Source: an optimization exercise on an open RTL-to-GDS flow (aim: small area, a short achievable clock period and few clock cycles per item). Production flows keep margins and buffers that such runs may drop.
The RTL was checked by simulation tests, not by an equivalence proof against the original design.

### flow/run.sh
#!/bin/bash
# synth_recipe.tcl (not shown) runs the flow's synth.tcl, then flattens the netlist and writes it again
# the make line also repeats each setting of config.mk as NAME=value (left out here)
make -C /OpenROAD-flow-scripts/flow DESIGN_CONFIG=/design/flow/config.mk WORK_HOME=/design/flow/orfs CLKGATE_MAP_FILE= SYNTH_SCRIPT=/design/flow/synth_recipe.tcl finish
### flow/config.mk
export PLATFORM = sky130hd
export DESIGN_NAME = rpn_expression_evaluator
export DESIGN_NICKNAME = rpn_expression_evaluator
export VERILOG_FILES = /design/flow/design.v
export SDC_FILE = /design/flow/constraint.sdc
export NUM_CORES = 4
export LEC_CHECK = 0
export CAP_MARGIN = 20
export CORE_MARGIN = 2
export CORE_UTILIZATION = 40
export SLEW_MARGIN = 20
### flow/constraint.sdc
create_clock -name core_clock -period 10.0 [get_ports {clk_i}]
set_input_delay 2.0000 -clock core_clock [delete_from_list [all_inputs] [get_ports {clk_i}]]
set_output_delay 2.0000 -clock core_clock [all_outputs]
set_load 0.01 [all_outputs]
### flow/design.v
`default_nettype none
package rpn_pkg;
  localparam int STACK_DEPTH = 8;
  localparam int PTR_W       = $clog2(STACK_DEPTH);
  localparam int CNT_W       = $clog2(STACK_DEPTH + 1);
  localparam int VAL_W  = 64;    
  localparam int FRAC_W = 32;
  localparam int TGT_W  = 11;
  localparam logic KIND_DIGIT = 1'b0;
  localparam logic KIND_OP    = 1'b1;
  localparam logic [1:0] OP_ADD = 2'd0;
  localparam logic [1:0] OP_SUB = 2'd1;
  localparam logic [1:0] OP_MUL = 2'd2;
  localparam logic [1:0] OP_DIV = 2'd3;
  localparam logic [1:0] ST_OK        = 2'd0;
  localparam logic [1:0] ST_DIV_ZERO  = 2'd1;
  localparam logic [1:0] ST_MALFORMED = 2'd2;
  localparam logic [1:0] ST_OVERFLOW  = 2'd3;
  localparam logic [TGT_W-1:0] TARGET_RESET = 11'sd10;
  localparam int DIV_STEPS = VAL_W + FRAC_W;
  localparam int STEP_W    = $clog2(DIV_STEPS + 1);
endpackage
`default_nettype wire
`default_nettype none
module rpn_ram #(
  parameter int WIDTH = 64,
  parameter int DEPTH = 8
) (
  input  wire logic                     clk_i,
  input  wire logic                     we_i,
  input  wire logic [$clog2(DEPTH)-1:0] waddr_i,
  input  wire logic [WIDTH-1:0]         wdata_i,
  input  wire logic                     re_i,
  input  wire logic [$clog2(DEPTH)-1:0] raddr_i,
  output logic      [WIDTH-1:0]         rdata_o
);
  logic [WIDTH-1:0] mem_q [DEPTH];
  always_ff @(posedge clk_i) begin
    if (we_i) begin
      mem_q[waddr_i] <= wdata_i;
    end
    if (re_i) begin
      rdata_o <= mem_q[raddr_i];
    end
  end
endmodule
`default_nettype wire
`default_nettype none
import rpn_pkg::*;
module rpn_expression_evaluator
(
  input  wire logic                    clk_i,
  input  wire logic                    rst_ni,
  input  wire logic                    cfg_valid_i,
  output logic                         cfg_ready_o,
  input  wire logic signed [rpn_pkg::TGT_W-1:0] cfg_data_i,
  input  wire logic                    in_valid_i,
  output logic                         in_ready_o,
  input  wire logic                    kind_i,
  input  wire logic        [3:0]       digit_i,
  input  wire logic        [1:0]       operation_i,
  input  wire logic                    last_i,
  output logic                         out_valid_o,
  input  wire logic                    out_ready_i,
  output logic signed      [rpn_pkg::VAL_W-1:0] value_o,
  output logic             [1:0]       status_o,
  output logic                         hits_target_o
);
  localparam logic [3:0] S_IDLE = 4'd0;
  localparam logic [3:0] S_RD_R = 4'd1;
  localparam logic [3:0] S_EXEC = 4'd2;
  localparam logic [3:0] S_MUL  = 4'd3;
  localparam logic [3:0] S_DIV  = 4'd4;
  localparam logic [3:0] S_WB   = 4'd5;
  localparam logic [3:0] S_FIN  = 4'd6;
  localparam logic [3:0] S_OUT  = 4'd7;
  localparam logic [VAL_W-1:0] POS_MAX = {1'b0, {(VAL_W-1){1'b1}}};
  localparam logic [VAL_W-1:0] NEG_MAG = {1'b1, {(VAL_W-1){1'b0}}};
  function automatic logic [VAL_W-1:0] mag_of(input logic [VAL_W-1:0] x);
    mag_of = x[VAL_W-1] ? (~x + 1'b1) : x;
  endfunction
  function automatic logic [VAL_W-1:0] clamp_mag(input logic neg, input logic hi_nz,
                                                 input logic [VAL_W-1:0] lo);
    if (neg) begin
      clamp_mag = (hi_nz || lo > NEG_MAG) ? NEG_MAG : (~lo + 1'b1);
    end else begin
      clamp_mag = (hi_nz || lo > POS_MAX) ? POS_MAX : lo;
    end
  endfunction
  logic [3:0]             state_q, state_d;
  logic [CNT_W-1:0]       cnt_q, cnt_d;
  logic [1:0]             err_q, err_d;
  logic [1:0]             op_q, op_d;
  logic                   last_q, last_d;
  logic                   neg_q, neg_d;
  logic [VAL_W-1:0]       opl_q, opl_d;
  logic [VAL_W-1:0]       opr_q, opr_d;
  logic [VAL_W-1:0]       prod_q, prod_d;
  logic [2*VAL_W-FRAC_W-1:0] acc_q, acc_d;   
  logic [DIV_STEPS-1:0]   quo_q, quo_d;
  logic [VAL_W-1:0]       rem_q, rem_d;
  logic [STEP_W-1:0]      step_q, step_d;
  logic [VAL_W-1:0]       res_q, res_d;
  logic [TGT_W-1:0]       target_q;
  logic                   out_valid_q, out_valid_d;
  logic [VAL_W-1:0]       out_value_q, out_value_d;
  logic [1:0]             out_status_q, out_status_d;
  logic                   out_hit_q, out_hit_d;
  logic                   mem_we, mem_re;
  logic [PTR_W-1:0]       mem_waddr, mem_raddr;
  logic [VAL_W-1:0]       mem_wdata, mem_rdata;
  logic [CNT_W-1:0]       cnt_m1, cnt_m2;
  logic                   in_acc;
  logic [VAL_W-1:0]       sum, diff;
  logic [VAL_W-1:0]       add_res, sub_res;
  logic [FRAC_W-1:0]      a_half, b_half;
  logic [1:0]             pstep;
  logic [2*VAL_W-FRAC_W-1:0] prod_sh;
  logic [VAL_W-1:0]       rem_sh;
  logic                   rem_ge;
  logic [VAL_W-1:0]       tgt_fix;
  logic                   out_free;
  rpn_ram #(
    .WIDTH (VAL_W),
    .DEPTH (STACK_DEPTH)
  ) u_stack (
    .clk_i   (clk_i),
    .we_i    (mem_we),
    .waddr_i (mem_waddr),
    .wdata_i (mem_wdata),
    .re_i    (mem_re),
    .raddr_i (mem_raddr),
    .rdata_o (mem_rdata)
  );
  assign cnt_m1 = cnt_q - CNT_W'(1);
  assign cnt_m2 = cnt_q - CNT_W'(2);
  assign in_ready_o  = (state_q == S_IDLE);
  assign in_acc      = in_valid_i && in_ready_o;
  assign cfg_ready_o = 1'b1;
  assign out_free    = !out_valid_q || out_ready_i;
  assign sum  = mem_rdata + opr_q;
  assign diff = mem_rdata - opr_q;
  assign add_res = (mem_rdata[VAL_W-1] == opr_q[VAL_W-1] && sum[VAL_W-1] != mem_rdata[VAL_W-1])
                   ? (mem_rdata[VAL_W-1] ? NEG_MAG : POS_MAX) : sum;
  assign sub_res = (mem_rdata[VAL_W-1] != opr_q[VAL_W-1] && diff[VAL_W-1] != mem_rdata[VAL_W-1])
                   ? (mem_rdata[VAL_W-1] ? NEG_MAG : POS_MAX) : diff;
  assign a_half = step_q[1] ? opl_q[VAL_W-1:FRAC_W] : opl_q[FRAC_W-1:0];
  assign b_half = step_q[0] ? opr_q[VAL_W-1:FRAC_W] : opr_q[FRAC_W-1:0];
  assign pstep  = step_q[1:0] - 2'd1;
  always_comb begin
    case (pstep)
      2'd0:    prod_sh = {{VAL_W{1'b0}}, prod_q[VAL_W-1:FRAC_W]};
      2'd3:    prod_sh = {prod_q, {FRAC_W{1'b0}}};
      default: prod_sh = {{FRAC_W{1'b0}}, prod_q};
    endcase
  end
  assign rem_sh = {rem_q[VAL_W-2:0], quo_q[DIV_STEPS-1]};
  assign rem_ge = (rem_sh >= opr_q);
  assign tgt_fix = {{(VAL_W-FRAC_W-TGT_W){target_q[TGT_W-1]}}, target_q, {FRAC_W{1'b0}}};
  always_comb begin
    state_d      = state_q;
    cnt_d        = cnt_q;
    err_d        = err_q;
    op_d         = op_q;
    last_d       = last_q;
    neg_d        = neg_q;
    opl_d        = opl_q;
    opr_d        = opr_q;
    prod_d       = prod_q;
    acc_d        = acc_q;
    quo_d        = quo_q;
    rem_d        = rem_q;
    step_d       = step_q;
    res_d        = res_q;
    out_valid_d  = out_valid_q && !out_ready_i;
    out_value_d  = out_value_q;
    out_status_d = out_status_q;
    out_hit_d    = out_hit_q;
    mem_we       = 1'b0;
    mem_waddr    = cnt_q[PTR_W-1:0];
    mem_wdata    = {{(VAL_W-FRAC_W-4){1'b0}}, digit_i, {FRAC_W{1'b0}}};
    mem_re       = 1'b0;
    mem_raddr    = cnt_m1[PTR_W-1:0];
    case (state_q)
      S_IDLE: begin
        if (in_acc) begin
          op_d   = operation_i;
          last_d = last_i;
          state_d = last_i ? S_FIN : S_IDLE;
          if (err_q == ST_OK) begin
            if (kind_i == KIND_DIGIT) begin
              if (cnt_q >= CNT_W'(STACK_DEPTH)) begin
                err_d = ST_OVERFLOW;
              end else begin
                mem_we = 1'b1;
                cnt_d  = cnt_q + CNT_W'(1);
              end
            end else if (cnt_q < CNT_W'(2)) begin
              err_d = ST_MALFORMED;
            end else begin
              mem_re  = 1'b1;
              state_d = S_RD_R;
            end
          end
        end
      end
      S_RD_R: begin
        opr_d     = mem_rdata;
        mem_re    = 1'b1;
        mem_raddr = cnt_m2[PTR_W-1:0];
        state_d   = S_EXEC;
      end
      S_EXEC: begin
        neg_d  = mem_rdata[VAL_W-1] ^ opr_q[VAL_W-1];
        opl_d  = mag_of(mem_rdata);
        opr_d  = mag_of(opr_q);
        step_d = '0;
        case (op_q)
          OP_ADD, OP_SUB: begin
            mem_we    = 1'b1;
            mem_waddr = cnt_m2[PTR_W-1:0];
            mem_wdata = (op_q == OP_ADD) ? add_res : sub_res;
            cnt_d     = cnt_m1;
            state_d   = last_q ? S_FIN : S_IDLE;
          end
          OP_MUL: begin
            acc_d   = '0;
            state_d = S_MUL;
          end
          default: begin
            if (opr_q == '0) begin
              err_d   = ST_DIV_ZERO;
              state_d = last_q ? S_FIN : S_IDLE;
            end else begin
              quo_d   = {mag_of(mem_rdata), {FRAC_W{1'b0}}};
              rem_d   = '0;
              state_d = S_DIV;
            end
          end
        endcase
      end
      S_MUL: begin
        step_d = step_q + STEP_W'(1);
        if (step_q < STEP_W'(4)) begin
          prod_d = a_half * b_half;
        end
        if (step_q != '0 && step_q < STEP_W'(5)) begin
          acc_d = acc_q + prod_sh;
        end
        if (step_q == STEP_W'(5)) begin
          res_d   = clamp_mag(neg_q, |acc_q[2*VAL_W-FRAC_W-1:VAL_W],
                              acc_q[VAL_W-1:0]);
          state_d = S_WB;
        end
      end
      S_DIV: begin
        if (step_q == STEP_W'(DIV_STEPS)) begin
          res_d   = clamp_mag(neg_q, |quo_q[DIV_STEPS-1:VAL_W], quo_q[VAL_W-1:0]);
          state_d = S_WB;
        end else begin
          rem_d  = rem_ge ? (rem_sh - opr_q) : rem_sh;
          quo_d  = {quo_q[DIV_STEPS-2:0], rem_ge};
          step_d = step_q + STEP_W'(1);
        end
      end
      S_WB: begin
        mem_we    = 1'b1;
        mem_waddr = cnt_m2[PTR_W-1:0];
        mem_wdata = res_q;
        cnt_d     = cnt_m1;
        state_d   = last_q ? S_FIN : S_IDLE;
      end
      S_FIN: begin
        if (err_q == ST_OK && cnt_q != CNT_W'(1)) begin
          err_d = ST_MALFORMED;
        end
        mem_re    = 1'b1;
        mem_raddr = '0;
        state_d   = S_OUT;
      end
      S_OUT: begin
        if (out_free) begin
          out_valid_d  = 1'b1;
          out_status_d = err_q;
          out_value_d  = (err_q == ST_OK) ? mem_rdata : '0;
          out_hit_d    = (err_q == ST_OK) && (mem_rdata == tgt_fix);
          cnt_d        = '0;
          err_d        = ST_OK;
          state_d      = S_IDLE;
        end
      end
      default: begin
        state_d = S_IDLE;
      end
    endcase
  end
  always_ff @(posedge clk_i or negedge rst_ni) begin
    if (!rst_ni) begin
      state_q     <= S_IDLE;
      cnt_q       <= '0;
      err_q       <= ST_OK;
      step_q      <= '0;
      target_q    <= TARGET_RESET;
      out_valid_q <= 1'b0;
    end else begin
      state_q     <= state_d;
      cnt_q       <= cnt_d;
      err_q       <= err_d;
      step_q      <= step_d;
      out_valid_q <= out_valid_d;
      if (cfg_valid_i && cfg_ready_o) begin
        target_q <= cfg_data_i;
      end
    end
  end
  always_ff @(posedge clk_i) begin
    op_q         <= op_d;
    last_q       <= last_d;
    neg_q        <= neg_d;
    opl_q        <= opl_d;
    opr_q        <= opr_d;
    prod_q       <= prod_d;
    acc_q        <= acc_d;
    quo_q        <= quo_d;
    rem_q        <= rem_d;
    res_q        <= res_d;
    out_value_q  <= out_value_d;
    out_status_q <= out_status_d;
    out_hit_q    <= out_hit_d;
  end
  assign out_valid_o   = out_valid_q;
  assign value_o       = out_value_q;
  assign status_o      = out_status_q;
  assign hits_target_o = out_hit_q;
endmodule
`default_nettype wire
==> flow_summary.yaml <==
setup_path:
  startpoint: "step_q[0]"
  critPathMostFrequentCell: "fa_1"
  startpoint_type: "flop"
  r2r_slack_ns: 0.27
  reg2reg_to: "prod_q[59]"
  max_stage_delay_ns: 0.61
  arrival_ns: 10.26
  worst-path-max-fanout: 29
  reg2reg_from: "step_q[0]"
  reg2reg_depth: 30
  end_kind: "flop"
  path_class: "reg2reg"
  cpMaxStageDelayCell: "fa_1"
  crit_path_end: "prod_q[59]"
  cp.required_ns: 10.53
timing:
  fmax_mhz: 103
  rsz0062_at_grt: "no"
  clock_skew_ns: 0.0678
  slew_headroom: 0.165
  drv_slew: 0
  setup_viol: 0
  tns_ns: 0
  final-hold-violation-count: 0
  fin_crit_sh: 0.973
  period_needed_ns: 9.73
  tightest_slew_ns: 1.24
floorplan:
  die_y_um: 513
  die_area_um2: 263000
  ios: 94
  core_um2: 257000
  fp.dieW_um: 513
  start_util: 0.403
  rows: 186
flow_run:
  drv_cap: 0
worst_hold_path:
  hold_path.class: "reg2reg"
global_routing:
  grt_pass1_wl_mm: 604
  grt.overflow.total: 0
  antenna_found_initial: 21
  grt_pass1_vias: 86700
  grt_usage: 0.315
  grt_start_max_net_pins: 169
detailed_routing:
  dr_total_vias: 87500
  drc: 0
  postRouteAntennaNets: 0
  wl_met1_mm: 161
  dr_wl_met2_mm: 191
  viasPerCell: 5.96
  wl_met3_mm: 39.1
  wire_per_inst_um: 28.6
  first_pass_iters: 13
  wl_mm: 420
  highest_layer: "met5"
  drt_iter0_markers: 10500
clocking:
  clkTransAtPathRegs_ns: 0.06
  cts.sinks: 1186
  cts_max_path_buffers: 3
  cts-buffers-inserted: 141
  clock_latency_ns: 0.85
  cts_root_buf: "clkbuf_16"
  postCtsHoldBufs: 0
  cts_tree: "done"
  cts-htree-levels: 4
synthesis:
  async_flop_share: 0.0236
  synth.distinct_cells: 99
  yosysWarnings: 2
  ys_dominant_reg_cell: "edfxtp_1"
  syn_avg_cell_area_um2: 9.26
  synth_edf_count: 1158
  post-synth-top-area-cell: "edfxtp_1"
  synth-seq-area-share: 0.342
  syn_area_um2: 104000
  netlist_instances: 11200
  synth.area.top_cells: "edfxtp_1 34%, fa_1 17%, ha_1 6.8%"
  synth-seq-cells: 1186
  synth_top_cell_area_share: 0.336
  synthesis.nets: 12700
placement:
  portBuffers: 92
  hpwl_mm: 323
  gp_congestion: 1.04
outcome:
  status: "no timing/DRC/antenna violations"
final_layout:
  final_core_util: 0.445
  syn_to_final_growth_pct: 10.5
  layout-drive-gt1-share: 0.0688
  nets: 12600
[registers in the layout, indices dropped and copies added, names as in the netlist, 64 cells and up]
name,cells
opl_q,64
quo_q,96
out_value_q,64
u_stack.rdata_o,64
prod_q,64
acc_q,96
opr_q,64
u_stack.mem_q,512
res_q,64
[worst min path at each step]
| stage | from | to | slack, ns | cells past startpoint |
|---|---|---|---|---|
| floorplan | step_q[6] | step_q[6] | 0.47 | 1 |
| global placement | step_q[6] | step_q[6] | 0.50 | 1 |
| detailed placement | step_q[6] | step_q[6] | 0.50 | 1 |
| CTS | step_q[6] | step_q[6] | 0.52 | 1 |
| global route | step_q[6] | step_q[6] | 0.54 | 1 |
| finish | step_q[6] | step_q[6] | 0.52 | 1 |
[metrics by stage]
stage	instances	hold slack (ns)	setup slack (ns)	area, um^2
after floorplan	11200	0.468	0.876	104000
after global placement	14400	0.500	0.440	110000
after detailed placement	14400	0.502	0.318	110000
after CTS	14700	0.520	0.269	114000
after global routing	14700	0.540	0.0315	114000
final	14700	0.516	0.266	114000
[cell usage in the layout, fill, tap and decap left out, types with 22 or more instances in the layout]
cell,n
nand2_1,1642
a22o_1,73
and3_1,62
and2_1,126
or3_1,60
edfxtp_1,1158
clkdlybuf4s50_1,91
xor2_1,99
o31ai_1,96
clkbuf_16,141
o21bai_1,93
a21oi_1,640
o21ai_0,527
nand2b_1,57
a21o_1,189
a221oi_1,62
nor3_1,139
clkinv_1,28
mux2_2,54
a31oi_1,70
mux2i_2,23
nand4_1,111
clkbuf_1,27
fa_1,902
a211oi_1,49
inv_1,1059
o21ai_1,42
o211ai_1,26
ha_1,561
buf_4,328
nor2b_1,61
dfrtp_1,23
or2_2,27
nor2_1,1216
clkinv_2,22
xnor2_1,348
nand3_1,471
o21a_1,48
nor4_1,73
[layout make-up]
cell class,count,area [um^2]
Fill cell,24700,143000
Multi-Input combinational cell,8328,62300
Sequential cell,1186,35500
Tap cell,3384,4230
Inverter,1067,4010
Timing Repair Buffer,433,3640
Clock buffer,168,3630
Clock inverter,90,1110
Antenna cell,11,27.5
[logic make-up after synthesis]
group | Yosys count | synth area share
multiplexers | 92 | 0.00954
adder cells (fa/ha/maj) | 1464 | 0.242
buffers and inverters | 1674 | 0.0609
AO/OA/AOI/OAI | 2150 | 0.129
AND/OR/NAND/NOR | 4174 | 0.178
other | 1 | 0.0000362
flip-flops | 1186 | 0.342
XOR/XNOR | 447 | 0.0378
[repair_timing]
item	CTS	global route
endpoints found under the setup margin	0	6
endpoints found under the hold margin	0	0
buffers inserted	0	1
gates resized for setup	0	3
[layer usage]
| layer | track usage | vias to the layer above |
|---|---|---|
| met5 | 0 | - |
| met4 | 0.181 | 12 |
| met3 | 0.0668 | 990 |
| met2 | 0.499 | 4451 |
| met1 | 0.398 | 43900 |
| li1 | - | 38100 |
[cells in the mapped netlist (all sizes together) (58+ instances only)]
master / number
nand2: 1647
nor2: 1236
edfxtp: 1158
inv: 1064
fa: 902
a21oi: 641
o21ai: 584
ha: 562
clkbuf: 526
nand3: 472
xnor2: 348
a21o: 190
nor3: 144
and2: 128
nand4: 111
xor2: 99
o31ai: 98
o21bai: 93
buf: 81
nor4: 78
a22o: 73
a31oi: 70
or3: 66
a221oi: 62
and3: 62
nor2b: 61
nand2b: 58
[worst max-delay path, delay by kind of cell (launching register included)]
family / cells / cell delay, ns
adders and majority gates: 9 / 4.58
AOI/OAI and AO/OA: 10 / 2.41
buffers and inverters: 6 / 1.02
and+or+nand+nor: 4 / 0.71
DFF: 1 / 0.48
xor gates and xnor gates: 1 / 0.16
Testbench counts, summed over its fixed seeds: cycles 338,779, exprs 3,200.

re-timing with driven ports:
No port has a modelled driver above. Below, the same layout with a new extraction and two added sets of constraints.
Step 1, drivers: a clkbuf_16 drives clk_i and a buf_2 each remaining input, both assumed.
Step 2 moves the port delays by t, midway between the first and last clock arrival at a register: inputs arrive t later, outputs are due t later. That takes back most of the time a late clock gives input paths.
a / b / c = no drivers / after step 1 / after step 2; a / b = the first two.
t, ns: 0.926
setup slack, ns: 0.266 / 0.266 / 0.266
latest minus earliest clock arrival (ns): 0.077 / 0.077
After both steps setup and hold are still met in this run. For this run, drivers alone change the setup slack by 0.000 ns; drivers and shift together by 0.000 ns.
